This design comes from an exercise in tuning for small area on the open sky130 flow, not from production work. The RTL was checked by simulation tests, not by an equivalence proof against the original design. Power figures rest on the tool's default switching activity, not on a simulated workload.

==> design.v <==
module wb_regfile_sb #(
  parameter int unsigned           CODE_SIZE = 6,
  parameter int unsigned           REG_SIZE  = 5,
  parameter int unsigned           DATA_SIZE = 32,
  parameter int unsigned           CNT_SIZE  = 3,
  parameter logic [CODE_SIZE-1:0]  OP_LW     = 6'd35,
  parameter logic [CODE_SIZE-1:0]  OP_SW     = 6'd43,
  parameter logic [CODE_SIZE-1:0]  OP_BEQ    = 6'd4,
  parameter logic [CODE_SIZE-1:0]  OP_BNE    = 6'd5,
  parameter logic [CODE_SIZE-1:0]  OP_J      = 6'd2
) (
  input  logic                 clk,
  input  logic                 rst,
  input  logic                 iss_valid,
  input  logic [CODE_SIZE-1:0] iss_icode,
  input  logic [REG_SIZE-1:0]  iss_ri,
  input  logic [REG_SIZE-1:0]  iss_rj,
  input  logic [REG_SIZE-1:0]  iss_rk,
  output logic [DATA_SIZE-1:0] jout,
  output logic [DATA_SIZE-1:0] kout,
  output logic                 stall,
  input  logic [REG_SIZE-1:0]  wb_ri,
  input  logic [CODE_SIZE-1:0] wb_icode,
  input  logic [DATA_SIZE-1:0] wb_mout,
  input  logic [DATA_SIZE-1:0] wb_aout,
  output logic                 sb_err
);
  localparam int unsigned          NREG    = 2**REG_SIZE;
  localparam logic [CNT_SIZE-1:0]  CNT_MAX = '1;
  localparam logic [CNT_SIZE-1:0]  CNT_ONE = CNT_SIZE'(1);
  function automatic logic f_writes(input logic [CODE_SIZE-1:0] op,
                                    input logic [REG_SIZE-1:0]  r);
    f_writes = (op != '0) && (op != OP_SW) && (op != OP_BEQ) &&
           (op != OP_BNE) && (op != OP_J) && (r != '0);
  endfunction
  logic [DATA_SIZE-1:0] r_regs [NREG];
  logic [CNT_SIZE-1:0]  r_pend [NREG];
  logic                 r_sb_err;
  logic                 w_wb_wr;
  logic [DATA_SIZE-1:0] w_wb_data;
  logic                 w_iss_wr;
  logic                 w_hz_j;
  logic                 w_hz_k;
  logic [NREG-1:0]      w_inc_vec;
  logic [NREG-1:0]      w_dec_vec;
  logic [CNT_SIZE-1:0]  w_pend_nxt [NREG];
  logic                 w_err;
  assign w_wb_wr   = f_writes(wb_icode, wb_ri);
  assign w_wb_data = (wb_icode == OP_LW) ? wb_mout : wb_aout;
  always_comb begin
    w_hz_j = 1'b0;
    w_hz_k = 1'b0;
    if (iss_rj != '0 && r_pend[iss_rj] != '0)
      w_hz_j = !(r_pend[iss_rj] == CNT_ONE && w_wb_wr && wb_ri == iss_rj);
    if (iss_rk != '0 && r_pend[iss_rk] != '0)
      w_hz_k = !(r_pend[iss_rk] == CNT_ONE && w_wb_wr && wb_ri == iss_rk);
  end
  assign stall    = iss_valid && (w_hz_j || w_hz_k);
  assign w_iss_wr = iss_valid && !stall && f_writes(iss_icode, iss_ri);
  always_comb begin
    jout = '0;
    kout = '0;
    if (iss_rj != '0)
      jout = (w_wb_wr && wb_ri == iss_rj) ? w_wb_data : r_regs[iss_rj];
    if (iss_rk != '0)
      kout = (w_wb_wr && wb_ri == iss_rk) ? w_wb_data : r_regs[iss_rk];
  end
  assign w_inc_vec = w_iss_wr ? (NREG'(1) << iss_ri) : '0;
  assign w_dec_vec = w_wb_wr  ? (NREG'(1) << wb_ri)  : '0;
  always_comb begin
    w_err = 1'b0;
    for (int i = 0; i < NREG; i++) begin
      w_pend_nxt[i] = r_pend[i];
      if (i != 0) begin
        if (w_inc_vec[i] && !w_dec_vec[i]) begin
          if (r_pend[i] == CNT_MAX) w_err = 1'b1;
          else                      w_pend_nxt[i] = r_pend[i] + CNT_ONE;
        end else if (w_dec_vec[i] && !w_inc_vec[i]) begin
          if (r_pend[i] == '0) w_err = 1'b1;
          else                 w_pend_nxt[i] = r_pend[i] - CNT_ONE;
        end
      end
    end
  end
  always_ff @(posedge clk) begin
    if (rst) begin
      for (int i = 0; i < NREG; i++) begin
        r_regs[i] <= '0;
        r_pend[i] <= '0;
      end
      r_sb_err <= 1'b0;
    end else begin
      if (w_wb_wr) r_regs[wb_ri] <= w_wb_data;
      for (int i = 1; i < NREG; i++) r_pend[i] <= w_pend_nxt[i];
      if (w_err) r_sb_err <= 1'b1;
    end
  end
  assign sb_err = r_sb_err;
endmodule
==> run.sh <==
#!/bin/bash
# synth_recipe.tcl (not shown) runs the flow's synth.tcl, then flattens the netlist and writes it again
# the make line also repeats each setting of config.mk as NAME=value (left out here)
make -C /OpenROAD-flow-scripts/flow DESIGN_CONFIG=/design/flow/config.mk WORK_HOME=/design/flow/orfs CLKGATE_MAP_FILE= SYNTH_SCRIPT=/design/flow/synth_recipe.tcl finish
==> config.mk <==
export PLATFORM = sky130hd
export DESIGN_NAME = wb_regfile_sb
export DESIGN_NICKNAME = wb_regfile_sb
export VERILOG_FILES = /design/flow/design.v
export SDC_FILE = /design/flow/constraint.sdc
export NUM_CORES = 4
export LEC_CHECK = 0
export CAP_MARGIN = 20
export CORE_MARGIN = 2
export CORE_UTILIZATION = 40
export SLEW_MARGIN = 20
==> constraint.sdc <==
create_clock -name core_clock -period 7.0 [get_ports {clk}]
set_input_delay 1.4000 -clock core_clock [delete_from_list [all_inputs] [get_ports {clk}]]
set_output_delay 1.4000 -clock core_clock [all_outputs]
set_load 0.01 [all_outputs]
==> run notes <==
## metal layers
metal  track usage, %  routed length [µm]
met5                0                   0
met4            11.48               11160
met3            7.038               29490
met2            42.04              102400
met1            38.78               87780
## sequential cells by signal, summed over array words and instances, names as in the netlist
signal	cells
r_regs	1024
r_pend	93
r_sb_err	1
## logic make-up after synthesis
| family | after synthesis | synth area share (%) |
|---|---|---|
| fa+ha+maj | 93 | 2.179 |
| xor+xnor | 12 | 0.1640 |
| flops | 1118 | 50.93 |
| buf+inv | 669 | 4.484 |
| simple gates | 1850 | 12.77 |
| mux | 726 | 23.89 |
| other cells | 1 | 0.005853 |
| compound gates | 514 | 5.574 |
## power groups by stage
| stage | registers (mW) | clock network, mW | logic [mW] |
|---|---|---|---|
| 5_1_grt | 7.88 | 6.69 | 2.59 |
| 3_5_place_dp | 7.98 | 0 | 2.48 |
| 4_1_cts | 7.84 | 6.43 | 2.49 |
| 2_1_floorplan | 7.90 | 0 | 1.45 |
| 3_3_place_gp | 7.95 | 0 | 2.47 |
| 6_report | 7.85 | 6.41 | 2.52 |
## placed cells by master (no fill, tap or decap), drive strengths merged, types with 121 or more instances in the layout
master,instances
nor2,1169
edfxtp,1024
mux4,642
buf,205
clkdlybuf4s50,155
clkbuf,149
inv,131
a211oi,130
nor3,127
nand2,121
## stage by stage
stage | hold WS [ps] | cells
4_1_cts | 606.9 | 7124
5_1_grt | 630.6 | 7125
3_5_place_dp | 597.8 | 6904
2_1_floorplan | 535.9 | 5014
3_3_place_gp | 605.7 | 6904
6_report | 604.3 | 7129
## final cells by class
type | instances | area [µm²] | share of cell area (%)
inverters | 128 | 490.5 | 0.6788
diodes | 4 | 10.01 | 0.01385
repair buffers | 360 | 3425 | 4.739
flip-flops and latches | 1118 | 32630 | 45.16
multi-input cells | 3227 | 29250 | 40.48
clock inverters | 71 | 745.7 | 1.032
well taps | 2072 | 2592 | 3.588
clock buffers | 149 | 3112 | 4.306
## critical path, stage by stage
cell             delay [ps]
clkdlybuf4s50_1         490
and4b_1                 240
a22oi_2                 240
nor2_1                  170
a2111oi_2               720
buf_12                  360
a211oi_2                 60
a211oi_1                900
clkdlybuf4s50_1         710
## worst min-delay path by stage
stage,start,to,slack (ps)
after floorplan,r_pend[16][2],r_pend[16][1],540
after global placement,r_pend[24][2],r_pend[24][2],610
after detailed placement,r_pend[2][2],r_pend[2][2],600
after CTS,r_pend[2][2],r_pend[2][2],610
after global routing,r_pend[2][2],r_pend[2][2],630
final,r_pend[2][2],r_pend[2][2],600
==> impl_results.md <==
- Status: finished clean
- # DRC: 0
- Count leader, synth: nor2_1
- Drt first pass iters: 6
- Port Buffer Count: 164
- Synthesis-stage register bit count: 1118
- Clock Skew: 57.30 ps
- Critical path endpoint: kout[22]
- Starting Density: 40.36%
- Max Cap Viol: 0
- Leak: 24.70 nW
- Clock Power Share: 38.2%
- Endpoints failing setup: 0
- Worst-path maximum fanout: 64
- Cell taking the most area after synthesis: edfxtp_1
- Drt first-iter violations: 6715
- Post-synth EDFFs: 1024
- Post-CTS setup buffers: 0
- HPWL after detailed placement: 140.6 mm
- Largest net degree at the start of global routing: 117
- RSZ-0062 raised after global routing: false
- Register area share after synthesis: 50.93%
- Vias in the first global route: 45290
- Hold Path Cell Cnt: 2
- Initial antenna violation count: 5
- Die extent in y: 404.2 µm
- Power Internal: 12.34 mW
- Num CTS Buffers: 119
- Cells after synthesis: 4983
- Synth Cell Area: 64070 µm²
- Post-cts sizing count: 0
- Cell Rows: 146
- Sw power: 4.438 mW
- Arrival time at the worst endpoint: 5400 ps
- Total die area: 163400 µm²
- Synth top area share: 47.99%
- Post-synth ARST share: 0%
- Worst VDD drop: 266.8 µV
- Critical path endpoint category: output pin
- Final GP Congestion: 0.9752
- Comb pwr share: 15.0%
- Crit Path Class: in2out
- Clk Latency, worst-skew pair: 770 ps
- Design area: 72260 µm²
- I/O pins: 165
- RR Endpoint: r_pend[27][2]
- Cell Pwr Density: 232.1 nW/µm²
- Max clock buf depth: 3
- Setup Total Neg Slack: 0 ps
- Clock slew at reported path FFs: 60 ps
- Reg2reg start: r_pend[13][1]
- Total gr overflow: 0
- Launch point of the worst path: wb_icode[2]
- Main synth FF type: edfxtp_1
- R2R cell count: 15
- TritonCTS clock tree: yes
- Via density: 6.519
- Post-route setup slack: 197.8 ps
- Hold Fails Final Rpt: 0
- YS warnings: 3
- Filler cells: 14070
- Nets: 5146
- DRT antenna net count: 0
- Hold Path Class: reg2reg
- Pre-CTS setup slack: 376.4 ps
- Gr usage total: 27.96%
- Tmin final: 6802 ps
- Vias post-DR: 46470
- Worst endpoint required time: 5600 ps
- Core ar.: 158700 µm²
- Crit start category: primary input
- Unique masters post-synth: 70
- Clock root buffer master: clkbuf_16
- Fin crit share: 97.17%
- Share of cells above drive strength 1: 23.41%
- Wirelength per Cell: 32.39 µm
- Core Util, Final: 45.52%
- Slew @ Worst Pin: 1201 ps
- Die width: 404.2 µm
- Fmax: 147.0 MHz
- FF-to-FF setup slack: 2340 ps
- CTS Hold Bufs: 0
- Synthesized area per cell: 12.86 µm²
- Top post-synthesis cells by area: edfxtp_1, mux4_2, nor2_1
- Final Power: 16.77 mW
- First-pass GRT wire length: 326.7 mm
- Switching part of the total power: 26.45%
- H-tree depth: 3
- Clk sinks: 1118
- Final slew viol count: 0
- Placed cell area: 68370 µm²
- Wirelength, routed: 230.9 mm
- Reg power frac: 46.8%
- Post-synth top cells: nor2_1, edfxtp_1, mux4_2, clkbuf_1, buf_2
- Area grow syn2layout: 12.79%
- Slew headroom: 19.93%

re-timing with driven ports:
No port has a modelled driver above. Below, the same layout with a new extraction and two added sets of constraints. Step 1, drivers: a clkbuf_16 drives clk and a buf_2 each remaining input, both assumed. Step 2 also shifts input and output timing later by t, the mid clock arrival at the registers, as if the neighbouring blocks saw the same clock. Slacks: ideal ports / drivers / drivers and shift; pairs: ideal ports / drivers.
t (ns): 0.830
setup WS [ns]: 0.198 / 0.173 / 0.173
worst setup path at the end: input to output
clock arrival spread, ns: 0.074 / 0.074
worst data-port slew with drivers (ns): 0.26
After both steps this run still meets setup and hold. For this run, drivers alone change the setup slack by -0.025 ns; drivers and shift together by -0.025 ns.
